Source: an optimization exercise on an open RTL-to-GDS flow (aim: small area, a short achievable clock period and few clock cycles per item). Production flows keep margins and buffers that such runs may drop.
Function was not checked in any run shown here: the RTL went through the layout flow alone.

==> flow/design.v, too long to show whole: its modules and the start of the top module <==
// module mul_pipe_unit: 1150 lines
// module fa_cell: 10 lines
// module ha_cell: 9 lines
module mul_pipe_unit #(
    parameter int XLEN   = 32,
    parameter int STAGES = 3,
    parameter int TAG_W  = 5
) (
    input  logic              CLK_0,
    input  logic              RST_0,
    input  logic              in_valid,
    output logic              in_ready,
    input  logic [1:0]        in_op,
    input  logic [XLEN-1:0]   in_a,
    input  logic [XLEN-1:0]   in_b,
    input  logic [TAG_W-1:0]  in_tag,
    output logic              out_valid,
    input  logic              out_ready,
    output logic [XLEN-1:0]   out_result,
    output logic [TAG_W-1:0]  out_tag
);
  // ...
==> flow/flow/run.sh <==
#!/bin/bash
# Own layout flow: the standard ORFS flow with the standard synthesis unchanged;
# the port buffers are plain sky130_fd_sc_hd__buf_2 cells and timing repair aims at the margin below.
# make's full output goes to flow_make.log here; ORFS's per-step logs are under orfs/logs/.
set -euo pipefail
bash standard.sh "BUFFER_PORTS_ARGS=-buffer_cell sky130_fd_sc_hd__buf_2" SETUP_SLACK_MARGIN=5.3 finish > flow_make.log 2>&1
==> flow/standard.sh <==
#!/bin/bash
# synth_recipe.tcl (not shown) runs the flow's synth.tcl, then flattens the netlist and writes it again
# the make line also repeats each setting of config.mk as NAME=value (left out here)
make -C /OpenROAD-flow-scripts/flow DESIGN_CONFIG=/design/flow/config.mk WORK_HOME=/design/flow/orfs CLKGATE_MAP_FILE= SYNTH_SCRIPT=/design/flow/synth_recipe.tcl "${@:-finish}"
==> flow/config.mk <==
export PLATFORM = sky130hd
export DESIGN_NAME = mul_pipe_unit
export DESIGN_NICKNAME = mul_pipe_unit
export VERILOG_FILES = /design/flow/design.v
export SDC_FILE = /design/flow/constraint.sdc
export NUM_CORES = 4
export LEC_CHECK = 0
export ABC_AREA = 1
export CAP_MARGIN = 20
export CORE_MARGIN = 2
export CORE_UTILIZATION = 40
export SLEW_MARGIN = 20
export SYNTH_HIERARCHICAL = 1
==> flow/constraint.sdc <==
create_clock -name core_clock -period 10.0 [get_ports {CLK_0}]
set_input_delay 2.0000 -clock core_clock [delete_from_list [all_inputs] [get_ports {CLK_0}]]
set_output_delay 2.0000 -clock core_clock [all_outputs]
set_load 0.01 [all_outputs]
==> results.yml, run 1 <==
cells_and_area:
  multi_input_area_share: 0.682
  nonClkBufAreaFrac: 0.0835
  final_cell_mix: "xor2_1 (547), o22ai_1 (491), fa_1 (468)"
  syn_to_final_growth_pct: 11.8
  n_all_buffers: 277
  largestClassByArea: "multi-input gates"
worst_setup_path:
  critPathBufInv: 2
  path_cells: "buf_6, o22ai_1, xor2_1, fa_1, fa_1, fa_1, fa_1, fa_2, fa_1, inv_1, nor2_1"
  cp-end-kind: "register"
sta:
  period_needed_ns: 4.70
  maxSlewHeadroom: 0.383
clocking:
  postCtsSetupRepairBufs: 9
  cts.sink_count: 172
  cts_tree: "built"
  cts_buffers: 17
  htree_levels: 4
detailed_routing:
  dr_wl_met3_um: 15600
  ant_nets: 0
  dr.max_layer_used: "met5"
  wl_met1_um: 40700
  drtIter0Drc: 3112
  drt_pass1_iterations: 6
floorplan:
  taps: 959
  start_util: 0.405
global_routing:
  first_global_vias: 24831
  grt_busiest_layer: "met2"
  grt_use_met2: 0.413
status:
  outcome: "complete, no violations"
==> run 2, diff against run 1 <==
--- a/flow/design.v
+++ b/flow/design.v
@@ -1121,36 +1121,36 @@
     fa_cell u_f475 (.a(f363s), .b(f416c), .ci(f417s), .co(f475c), .s(f475s));
     fa_cell u_f476 (.a(f363c), .b(f418s), .ci(f417c), .co(f476c), .s(f476s));
     fa_cell u_f477 (.a(pp[508]), .b(f418c), .ci(f419s), .co(f477c), .s(f477s));
     fa_cell u_f478 (.a(pp[574]), .b(k15), .ci(f419c), .co(f478c), .s(f478s));
     fa_cell u_f479 (.a(ppn[15]), .b(pp[575]), .ci(pp[542]), .co(f479c), .s(f479s));
     logic [63:0] cs_s, cs_c;
     assign cs_s = {f479s, f477c, f477s, f475c, f474c, f474s, f472c, f471c, f470c, f469c, f469s, f468s, f466c, f465c, f464c, f463c, f462c, f461c, f460c, f459c, f458c, f457c, f456c, f455c, f454c, f453c, f452c, f451c, f450c, f449c, f448c, f447c, f446c, f445c, f444c, f443c, f442c, f441c, f440c, f439c, f438c, f437c, f436c, f435c, f434c, f433c, f432c, f431c, f430c, f429c, f428c, f427c, f426c, f425c, f424c, f423c, f422c, f421c, f420c, h29c, h28c, pp[34], pp[1], bneg_q[0]};
     assign cs_c = {f478c, f478s, f476c, f476s, f475s, f473c, f473s, f472s, f471s, f470s, f468c, f467c, f467s, f466s, f465s, f464s, f463s, f462s, f461s, f460s, f459s, f458s, f457s, f456s, f455s, f454s, f453s, f452s, f451s, f450s, f449s, f448s, f447s, f446s, f445s, f444s, f443s, f442s, f441s, f440s, f439s, f438s, f437s, f436s, f435s, f434s, f433s, f432s, f431s, f430s, f429s, f428s, f427s, f426s, f425s, f424s, f423s, f422s, f421s, f420s, h29s, h28s, 1'b0, pp[0]};
-    logic [26:0] low_sum;
-    assign low_sum = {1'b0, cs_s[25:0]} + {1'b0, cs_c[25:0]};
+    logic [28:0] low_sum;
+    assign low_sum = {1'b0, cs_s[27:0]} + {1'b0, cs_c[27:0]};
     logic [31:0]      x_q, y_q;
-    logic [5:0]  lx_q, ly_q;
+    logic [3:0]  lx_q, ly_q;
     logic             lc_q;
     logic [TAG_W-1:0] tag_q2;
     always_ff @(posedge CLK_0) begin
         if (adv) begin
             x_q    <= mul_q1 ? cs_s[31:0] : cs_s[63:32];
             y_q    <= mul_q1 ? cs_c[31:0] : cs_c[63:32];
-            lx_q   <= mul_q1 ? '0 : cs_s[31:26];
-            ly_q   <= mul_q1 ? '0 : cs_c[31:26];
-            lc_q   <= !mul_q1 & low_sum[26];
+            lx_q   <= mul_q1 ? '0 : cs_s[31:28];
+            ly_q   <= mul_q1 ? '0 : cs_c[31:28];
+            lc_q   <= !mul_q1 & low_sum[28];
             tag_q2 <= tag_q1;
         end
     end
-    logic [38:0] fin;
+    logic [36:0] fin;
     assign fin = {x_q, lx_q, 1'b1} + {y_q, ly_q, lc_q};
     assign out_valid  = v2;
-    assign out_result = fin[38:7];
+    assign out_result = fin[36:5];
     assign out_tag    = tag_q2;
 endmodule
 module fa_cell (
     input  logic a,
     input  logic b,
     input  logic ci,
     output logic co,
     output logic s
==> results.yml, run 2 <==
worst_setup_path:
  critical_path_class: "register to register"
  crit_top_cell: "fa_1"
  required_ns: 10.35
  cp-end-kind: "register"
  path_cells: "buf_4, o22ai_1, xor2_1, fa_1, fa_1, fa_1, fa_1, fa_1, ha_1, nand2_1, nor2_2, nand4_1, a21oi_1, nor2_1, a21oi_1"
  ff2ff_path_depth: 15
  r2r-start: "a_nq[21]"
  cp_max_fo: 5
  max_stage_delay_ns: 0.56
  critPathBufInv: 1
  ff2ff_setup_slack_ns: 5.26
  critPathArrivalTime_ns: 5.09
  startpoint: "a_nq[21]"
  cpMaxStageDelayCell: "fa_1"
  critPathLaunchType: "register"
  cpLargestDelayFamily: "adder cells"
  r2r-end: "lc_q"
floorplan:
  start_util: 0.406
  coreArea_um2: 71700
  die_area_um2: 74900
  dieHeight_um: 274
  fp.dieW_um: 274
  rows: 98
  pin_count: 114
sta:
  hold_viol_final: 0
  drv_slew: 0
  fin_skew_ns: 0.0129
  finalSetupTns_ns: 0
  period_needed_ns: 4.74
  tightest_slew_ns: 1.00
  whs_ns: 0.421
  setup_viol: 0
  fin_crit_sh: 0.474
  fmax_ghz: 0.211
  maxSlewHeadroom: 0.330
  grt_setup_unrepaired: "true"
placed_design:
  dp_hpwl_um: 66700
  port_buffers: 113
  gp_congestion: 0.944
clocking:
  cts_tree: "built"
  clk_pin_slew_ns: 0.07
  clk_latency_ns: 0.51
  root_buffer: "clkbuf_16"
  htree_levels: 4
  ctsHoldBuffers: 0
  cts_buffers: 17
  cts_buffer_depth: 2
  cts.sink_count: 168
flow_run:
  cap_violations: 0
cells_and_area:
  syn_to_final_growth_pct: 9.22
  antenna_cells: 0
  largest_registers: "a_nq (33), x_q (32), y_q (32)"
  regMostFlops: "a_nq"
  nNetsFinal: 3644
  fill_cells: 6930
  mostFrequentLayoutCell: "xor2_1"
  final_cell_mix: "xor2_1 (552), o22ai_1 (496), fa_1 (460)"
  largest_register_ffs: 33
  drive_above_1_share: 0.111
  post-route-util: 0.443
yosys:
  synthCells: 3080
  ys_ff_latch: 168
  yosysTopAreaCell: "fa_1"
  synth-edff-count: 166
  synthFlopType: "edfxtp_1"
  yosysTopAreaCellShare: 0.330
  synth.distinct_cells: 29
  synth_most_common_cell: "xor2_1"
  synthTopCellsByCount: "xor2_1 (554), o22ai_1 (511), fa_1 (480), nand2_1 (405), clkbuf_1 (283)"
  synth.avg_cell_area_um2: 9.45
  syn-cell-area_um2: 29100
  ys_async_sr_fraction: 0
  seq_area_frac_synth: 0.173
  ys_warn_count: 7
  synthTopCellsByArea: "fa_1 (33%), edfxtp_1 (17%), xor2_1 (17%), o22ai_1 (11%), nand2_1 (5.2%)"
  syn_nets: 3727
detailed_routing:
  ant_nets: 0
  drt_pass1_iterations: 6
  drt-total-wl_um: 102000
  drc_errors: 0
  wl_per_cell_um: 25.8
  drtIter0Drc: 2911
  viasPerCell: 6.01
  vias: 23792
global_routing:
  grt-ovfl-total: 0
  antenna_found_initial: 2
  grt_pass1_wl_um: 153000
  first_global_vias: 24451
  track_usage: 0.275
  grt_max_degree: 78
hold_path:
  min_path_cells: 0
  holdCritPathClass: "register to register"
  min_from: "tag_q1[4]"
  hold_end: "tag_q2[4]"
status:
  outcome: "complete, no violations"
[run 2: cell types whose count changed after synthesis, moves of 4 or more]
cell	previous run	this run
a21oi_1	73	78
edfxtp_1	170	166
inv_1	209	178
nand2_1	436	405
nand2_2	17	12
nor2_2	9	5
nor3_1	14	8
o21bai_1	2	6
[run 2: worst max path at each step]
stage	depth (start not counted)	slack, ns	to
floorplan	2	4.00	in_ready
global placement	4	4.72	in_ready
detailed placement	4	4.67	in_ready
CTS	15	5.27	lc_q
global route	16	5.11	lc_q
finish	15	5.26	lc_q
[run 2: layout make-up]
cell class	count	area, µm²	share of cell area
Clock buffer	17	425	0.0134
Clock inverter	15	143	0.00449
Inverter	179	677	0.0213
Multi-Input combinational cell	2396	22300	0.701
Sequential cell	168	5020	0.158
Tap cell	950	1190	0.0374
Timing Repair Buffer	234	2040	0.0642
Timing Repair inverter	1	5.00	0.000157
[run 2: what timing repair did]
item / 4_1_cts / 5_1_grt
pin swaps: 6 / 27
setup endpoints to repair: 27 / 20
cloned: 6 / 1
setup buffers: 25 / 4
gates resized for setup: 93 / 51
hold endpoints to repair: 0 / 0
[run 2: modules after synthesis, one instance, submodules excluded]
module	copies in the design	area (µm²)
fa_cell	480	20.0
mul_pipe_unit	1	19100
ha_cell	30	12.5
[run 2: routing by layer]
| metal | global-route usage | up-vias | routed length [µm] |
|---|---|---|---|
| met1 | 0.366 | 11809 | 40300 |
| met4 | 0.111 | 0 | 4030 |
| li1 | - | 10105 | - |
| met2 | 0.418 | 1585 | 45200 |
| met5 | 0 | - | 0 |
| met3 | 0.0814 | 293 | 12400 |
[run 2: logic make-up (layout without fill, tap and decap cells)]
logic type	count (synthesis)	in the layout	share of synthesized area
xor gates and xnor gates	574	574	0.173
and+or+nand+nor	618	618	0.0846
DFF	168	168	0.173
adders and majority gates	572	572	0.370
AOI/OAI and AO/OA	632	632	0.132
buffers and inverters	516	446	0.0687
[run 2: stage by stage]
step,cell area [µm²],setup slack [ns],cells
finish,31800,5.26,3960
global route,31800,5.11,3960
CTS,31500,5.27,3955
detailed placement,30200,4.67,3892
global placement,30200,4.72,3892
floorplan,29100,4.00,3080

-- separate check: timing with driven ports --
In the flow no input, the clock included, has a driving cell. The finished layouts below were timed again as built, in two steps.
Step 1 assumes that a clkbuf_16 drives the clock port and a buf_2 every other input.
Step 2 adds t to the input delays and takes it off the output delays; t is the mean of the earliest and latest rising clock arrival at the registers after step 1. Input paths then give back, and output paths get back, about the clock's delay inside the block.
Slacks: ideal ports / drivers / drivers and shift; pairs: ideal ports / drivers.
| run | t, ns | setup slack, ns | worst register clock-pin slew, ns |
|---|---|---|---|
| run 1 | 0.555 | 5.303 / 5.303 / 5.303 | 0.08 / 0.08 |
| run 2 | 0.567 | 5.262 / 5.262 / 5.262 | 0.08 / 0.08 |
After both steps setup and hold are still met in every run listed.
